From an optimization exercise on the open Yosys and OpenROAD flow, aimed at small area; shortcuts taken in it are not production practice. Function was checked by simulation only, so behaviour that the tests miss may differ from the original. No activity file was given, so power comes from the tool's default toggle rates.

`design.v`:
```
module aip_host_responder #(
  parameter int          DATAWIDTH = 32,
  parameter int          SIZE_Y    = 64,
  parameter int          SIZE_Z    = 64,
  parameter logic [31:0] IP_ID_VAL = 32'h1000500B
) (
  input  logic                      clk,
  input  logic                      rst_a,
  input  logic                      en_s,
  input  logic [DATAWIDTH-1:0]      data_in,
  output logic [DATAWIDTH-1:0]      data_out,
  input  logic                      write,
  input  logic                      read,
  input  logic                      start,
  input  logic [4:0]                conf_dbus,
  output logic                      int_req,
  output logic                      core_start,
  input  logic                      core_done,
  input  logic [$clog2(SIZE_Y)-1:0] core_y_addr,
  output logic [DATAWIDTH-1:0]      core_y_data,
  input  logic                      core_z_we,
  input  logic [$clog2(SIZE_Z)-1:0] core_z_addr,
  input  logic [DATAWIDTH-1:0]      core_z_data,
  output logic [DATAWIDTH-1:0]      conf_size_y
);
  localparam int AY = $clog2(SIZE_Y);
  localparam int AZ = $clog2(SIZE_Z);
  localparam logic [4:0] C_MMEM_Y = 5'd0;
  localparam logic [4:0] C_AMEM_Y = 5'd1;
  localparam logic [4:0] C_MMEM_Z = 5'd2;
  localparam logic [4:0] C_AMEM_Z = 5'd3;
  localparam logic [4:0] C_CSIZE  = 5'd4;
  localparam logic [4:0] C_ASIZE  = 5'd5;
  localparam logic [4:0] C_STATUS = 5'd30;
  localparam logic [4:0] C_IP_ID  = 5'd31;
  typedef enum logic {
    S_IDLE,
    S_BUSY
  } state_t;
  logic [DATAWIDTH-1:0] mem_y [SIZE_Y];
  logic [DATAWIDTH-1:0] mem_z [SIZE_Z];
  state_t               state_q, state_d;
  logic [AY-1:0]        ptr_y_q, ptr_y_d;
  logic [AZ-1:0]        ptr_z_q, ptr_z_d;
  logic [DATAWIDTH-1:0] csize_q, csize_d;
  logic [DATAWIDTH-1:0] dout_q, dout_d;
  logic [DATAWIDTH-1:0] ydat_q, ydat_d;
  logic [7:0]           mask_q, mask_d;
  logic [7:0]           flags_q, flags_d;
  logic                 irq_q, irq_d;
  logic                 cstart_q, cstart_d;
  logic                 wr;
  logic                 rd;
  logic                 st;
  logic                 busy;
  logic                 y_we;
  logic [31:0]          status_w;
  function automatic logic [AY-1:0] inc_y(input logic [AY-1:0] p);
    inc_y = (p == (SIZE_Y - 1)) ? '0 : p + 1'b1;
  endfunction
  function automatic logic [AZ-1:0] inc_z(input logic [AZ-1:0] p);
    inc_z = (p == (SIZE_Z - 1)) ? '0 : p + 1'b1;
  endfunction
  assign wr   = en_s & write;
  assign rd   = en_s & read & ~write;
  assign st   = en_s & start;
  assign busy = (state_q == S_BUSY);
  assign y_we = wr & (conf_dbus == C_MMEM_Y);
  assign status_w = {8'h00, mask_q, 7'h00, busy, flags_q};
  always_comb begin
    state_d  = state_q;
    cstart_d = 1'b0;
    case (state_q)
      S_IDLE: begin
        if (st) begin
          cstart_d = 1'b1;
          state_d  = S_BUSY;
        end
      end
      S_BUSY: begin
        if (core_done) begin
          state_d = S_IDLE;
        end
      end
      default: state_d = S_IDLE;
    endcase
  end
  always_comb begin
    ptr_y_d = ptr_y_q;
    ptr_z_d = ptr_z_q;
    csize_d = csize_q;
    dout_d  = dout_q;
    mask_d  = mask_q;
    flags_d = flags_q;
    if (wr) begin
      case (conf_dbus)
        C_MMEM_Y: ptr_y_d = inc_y(ptr_y_q);
        C_AMEM_Y: ptr_y_d = data_in[AY-1:0];
        C_AMEM_Z: ptr_z_d = data_in[AZ-1:0];
        C_CSIZE:  csize_d = data_in;
        C_STATUS: begin
          mask_d  = data_in[23:16];
          flags_d = flags_q & ~data_in[7:0];
        end
        default: ;
      endcase
    end
    if (rd) begin
      case (conf_dbus)
        C_MMEM_Z: begin
          dout_d  = mem_z[ptr_z_q];
          ptr_z_d = inc_z(ptr_z_q);
        end
        C_STATUS: dout_d = DATAWIDTH'(status_w);
        C_IP_ID:  dout_d = DATAWIDTH'(IP_ID_VAL);
        default:  dout_d = '0;
      endcase
    end
    if (core_done) begin
      flags_d[0] = 1'b1;
    end
  end
  always_comb begin
    ydat_d = mem_y[core_y_addr];
    irq_d  = ~|(flags_q & mask_q);
  end
  always_ff @(posedge clk or negedge rst_a) begin
    if (!rst_a) begin
      state_q  <= S_IDLE;
      ptr_y_q  <= '0;
      ptr_z_q  <= '0;
      csize_q  <= '0;
      dout_q   <= '0;
      ydat_q   <= '0;
      mask_q   <= '0;
      flags_q  <= '0;
      irq_q    <= 1'b1;
      cstart_q <= 1'b0;
    end else begin
      state_q  <= state_d;
      ptr_y_q  <= ptr_y_d;
      ptr_z_q  <= ptr_z_d;
      csize_q  <= csize_d;
      dout_q   <= dout_d;
      ydat_q   <= ydat_d;
      mask_q   <= mask_d;
      flags_q  <= flags_d;
      irq_q    <= irq_d;
      cstart_q <= cstart_d;
    end
  end
  always_ff @(posedge clk) begin
    if (y_we) begin
      mem_y[ptr_y_q] <= data_in;
    end
    if (core_z_we) begin
      mem_z[core_z_addr] <= core_z_data;
    end
  end
  assign data_out    = dout_q;
  assign int_req     = irq_q;
  assign core_start  = cstart_q;
  assign core_y_data = ydat_q;
  assign conf_size_y = csize_q;
endmodule
```
`run.sh`:
```
#!/bin/bash
# synth_recipe.tcl (not shown) runs the flow's synth.tcl, then flattens the netlist and writes it again
# the make line also repeats each setting of config.mk as NAME=value (left out here)
make -C /OpenROAD-flow-scripts/flow DESIGN_CONFIG=/design/flow/config.mk WORK_HOME=/design/flow/orfs CLKGATE_MAP_FILE= SYNTH_SCRIPT=/design/flow/synth_recipe.tcl finish
```
`config.mk`:
```
export PLATFORM = sky130hd
export DESIGN_NAME = aip_host_responder
export DESIGN_NICKNAME = aip_host_responder
export VERILOG_FILES = /design/flow/design.v
export SDC_FILE = /design/flow/constraint.sdc
export NUM_CORES = 4
export LEC_CHECK = 0
export CAP_MARGIN = 20
export CORE_MARGIN = 2
export CORE_UTILIZATION = 40
export SLEW_MARGIN = 20
```
`constraint.sdc`:
```
create_clock -name core_clock -period 5.0 [get_ports {clk}]
set_input_delay 1.0000 -clock core_clock [delete_from_list [all_inputs] [get_ports {clk}]]
set_output_delay 1.0000 -clock core_clock [all_outputs]
set_load 0.01 [all_outputs]
```
==> summary.txt <==
## state kept, by name, indices dropped and copies added, names as in the netlist
| register | count |
|---|---|
| csize_q | 32 |
| cstart_q | 1 |
| dout_q | 32 |
| flags_q | 8 |
| irq_q | 1 |
| mask_q | 8 |
| mem_y | 2048 |
| mem_z | 2048 |
| ptr_y_q | 6 |
| ptr_z_q | 6 |
| state_q | 1 |
| ydat_q | 32 |
## power by group through the flow
stage | registers (mW) | logic [mW] | clock network, mW
after floorplan | 39.9 | 4.19 | 0
after global placement | 40.1 | 7.05 | 0
after detailed placement | 40.1 | 7.13 | 0
after CTS | 39.3 | 7.14 | 31.5
after global routing | 39.3 | 7.40 | 32.8
final | 39.3 | 7.04 | 30.9
## worst register-to-register path, stage by stage, from the launching register on
cell and delay [ns]:
dfrtp_4 0.95, clkinv_1 1.28, mux2_2 0.66, o221ai_1 0.20, a221o_1 0.26, nand3_1 0.10
## how the worst min path moves through the flow
| stage | endpoint |
|---|---|
| 6_report | csize_q[30] |
| 5_1_grt | csize_q[30] |
| 4_1_cts | csize_q[30] |
| 3_5_place_dp | csize_q[17] |
| 3_3_place_gp | csize_q[21] |
| 2_1_floorplan | cstart_q |
## cell families after synthesis
group,after synthesis,synth area share
AND/OR/NAND/NOR,448,0.0126
adder cells (fa/ha/maj),2,0.000156
AO/OA/AOI/OAI,561,0.0246
buffers and inverters,388,0.0122
flip-flops,4223,0.786
multiplexers,1303,0.164
## Yosys cell counts, drive strengths merged (16+ instances only)
master / count
a21oi: 43
o22ai: 85
dfrtp: 126
a221o: 23
o31ai: 18
a211oi: 42
nor2b: 24
nor3: 28
mux2i: 181
a22oi: 147
mux2: 63
mux4: 1059
a22o: 16
nand2: 137
nand3: 32
clkbuf: 158
o21ai: 86
edfxtp: 4096
nor2: 165
a221oi: 47
buf: 224
## metal layers
metal	GRT usage	up-vias	wire length, microns	share of wire
met2	0.355	3449	216000	0.50
met4	0.0637	10	14100	0.033
met5	0	-	64	0.00015
met1	0.282	42000	167000	0.39
li1	-	31000	-	-
met3	0.0280	654	32700	0.076
## metrics by stage
| stage | area, sq um | std cells | worst slack [ns] |
|---|---|---|---|
| after floorplan | 161000 | 6925 | 0.229 |
| after global placement | 172000 | 12400 | 0.380 |
| after detailed placement | 172000 | 12400 | 0.409 |
| after CTS | 185000 | 13100 | 1.40 |
| after global routing | 185000 | 13100 | 1.28 |
| final | 185000 | 13200 | 1.36 |
## layout make-up
class,instances,area [sq um]
fill,32700,214000
sequential,4223,126000
multi-input combinational,2314,33300
clock buffer,532,11100
tap,5265,6590
timing repair buffer,567,5460
clock inverter,237,2380
inverter,6,25.0
antenna,8,20.0
==> flow_summary.json <==
{
  "synth_edf_count": 4096,
  "power.combinational.fraction": 0.091,
  "crit_path_top_delay_cell": "nand3_1",
  "worst_ep_arrival_time_ns": 4.23,
  "critical_path.max_fanout": 24,
  "regToRegEndpoint": "dout_q[15]",
  "finish.utilization": 0.463,
  "maxCapViolations": 0,
  "distinct_cell_type_count_of_the_synthesized_netlist": 63,
  "final_hold_viol_count": 0,
  "worst_slew_pin_slew_ns": 1.24,
  "synthToLayoutAreaGrowth_pct": 15.3,
  "path_buf_inv": 3,
  "routed_wl_per_cell_microns": 32.7,
  "post_synth.cell_area_avg_sq_um": 23.2,
  "clock_latency_ns": 0.99,
  "crit_start": "conf_dbus[1]",
  "cts_resized": 0,
  "global_route_wire_length_before_repair_microns": 605000,
  "grt_start_max_net_pins": 88,
  "netlist.top_cell.by_area": "edfxtp_1",
  "fin_setup_tns_ns": 0,
  "cts_inserted_buffers": 418,
  "p_clk_frac": 0.400,
  "ant_nets": 0,
  "ioPinCount": 187,
  "synth.net_count": 7016,
  "final_min_period_over_clock_period": 0.728,
  "design_power_total_mw": 77.3,
  "vias_in_the_first_global_route": 78100,
  "r2r.worst_path.cells": 5,
  "drcViolationCount": 0,
  "maxSlewHeadroom": 0.172,
  "yosysTopAreaCellShare": 0.766,
  "cts.repair_timing.setup_buffer_count": 0,
  "ys_warn_count": 1,
  "synth_sequential_area_ratio": 0.786,
  "drv_slew": 0,
  "fin_hold_ws_ns": 0.0500,
  "globalplace.congestion": 0.818,
  "setup_viol_count_final": 0,
  "cts.root.buffer_cell": "clkbuf_16",
  "mostFrequentLayoutCell": "edfxtp_1",
  "design.core.area_sq_um": 399000,
  "powerDensity_nw_per_um2": 418,
  "tritoncts_clock_tree": "built",
  "io_buffers": 186,
  "cts_hold_buf": 0,
  "placement_rows": 232,
  "cts_max_level": 5,
  "worstPathRequired_ns": 5.60,
  "post-dp-hpwl_microns": 256000,
  "routed_via_density": 5.86,
  "cell_family_with_the_largest_share_of_critical_path_delay": "simple AND/OR/NAND/NOR gates",
  "number_of_instances_in_the_synthesized_netlist": 6925,
  "worst_case_vdd_ir_drop_uv": 369,
  "r2r_setup_slack_ns": 1.43,
  "rsz0062_at_grt": "no",
  "finalClockSkew_ns": 0.0796,
  "route.final.wire_length_microns": 430000,
  "total_iterations_of_the_first_detailed_routing_run": 6,
  "ff_to_ff_start": "ptr_z_q[2]",
  "die-area_sq_um": 406000,
  "seqPwrFrac": 0.509,
  "clock_sinks": 4223,
  "worstPathCellList": "clkdlybuf4s50_1 -> nor4_2 -> buf_4 -> nand2_1 -> nor2_1 -> nand3_1 -> nor2_4 -> buf_12",
  "netlist_area_sq_um": 161000,
  "internal-power_mw": 59.5,
  "antenna_found_initial": 21,
  "fp.dieH_microns": 637,
  "power.switching_mw": 17.9,
  "ys_top_cells_by_area": "edfxtp_1 77%, mux4_2 15%, dfrtp_1 2.0%",
  "die-width_microns": 637,
  "most-common-layout-cells": "4096 x edfxtp_1, 1059 x mux4_2, 421 x clkbuf_16",
  "timing.critical_path.to": "mem_y[1][28]",
  "drive_gt1_frac": 0.295,
  "gr-total-overflow": 0,
  "leakagePower_nw": 58.2,
  "switching_share": 0.231,
  "num_vias": 77100,
  "start_util": 0.402,
  "drtIter0Drc": 9212,
  "critPathKind": "input pin to register",
  "finalCriticalPeriod_ns": 3.64,
  "cp-end-kind": "register",
  "ys_async_sr_fraction": 0.0301,
  "cp_num_cells": 8,
  "timing.hold.worst.class": "input pin to async pin",
  "buffer_depth_of_the_longest_clock_path": 4,
  "cts.clk_slew.worst_paths_ns": 0.06,
  "outcome": "no timing/DRC/antenna violations",
  "num-nets-final": 7621,
  "setup.worst_path.start_class": "input pin",
  "timing.critical_path.slowest_cell_delay_ns": 0.56,
  "postSynthRegisterBits": 4223,
  "ys_dominant_reg_cell": "edfxtp_1",
  "grt_util_all_layers": 0.209,
  "max_freq_mhz": 275
}

## re-timing with driven ports
No port has a modelled driver above. Below, the same layout with a new extraction and two added sets of constraints. Step 1, drivers: a clkbuf_16 drives clk and a buf_2 each remaining input, both assumed. Step 2 times the ports against the registers' clock, not the clock port: input delays grow and output delays shrink by t, the midpoint of the rising clock arrivals with the driver on. Three values: no drivers, after step 1, after step 2; two values: the first two.
shift t [ns]: 1.060
setup WS [ns]: 1.361 / 1.429 / 0.386
hold slack, ns: 0.050 / -0.022 / 0.508
clock arrival spread, ns: 0.093 / 0.093
After both steps setup and hold are still met in this run. For this run, drivers alone change the setup slack by +0.068 ns; drivers and shift together by -0.975 ns.
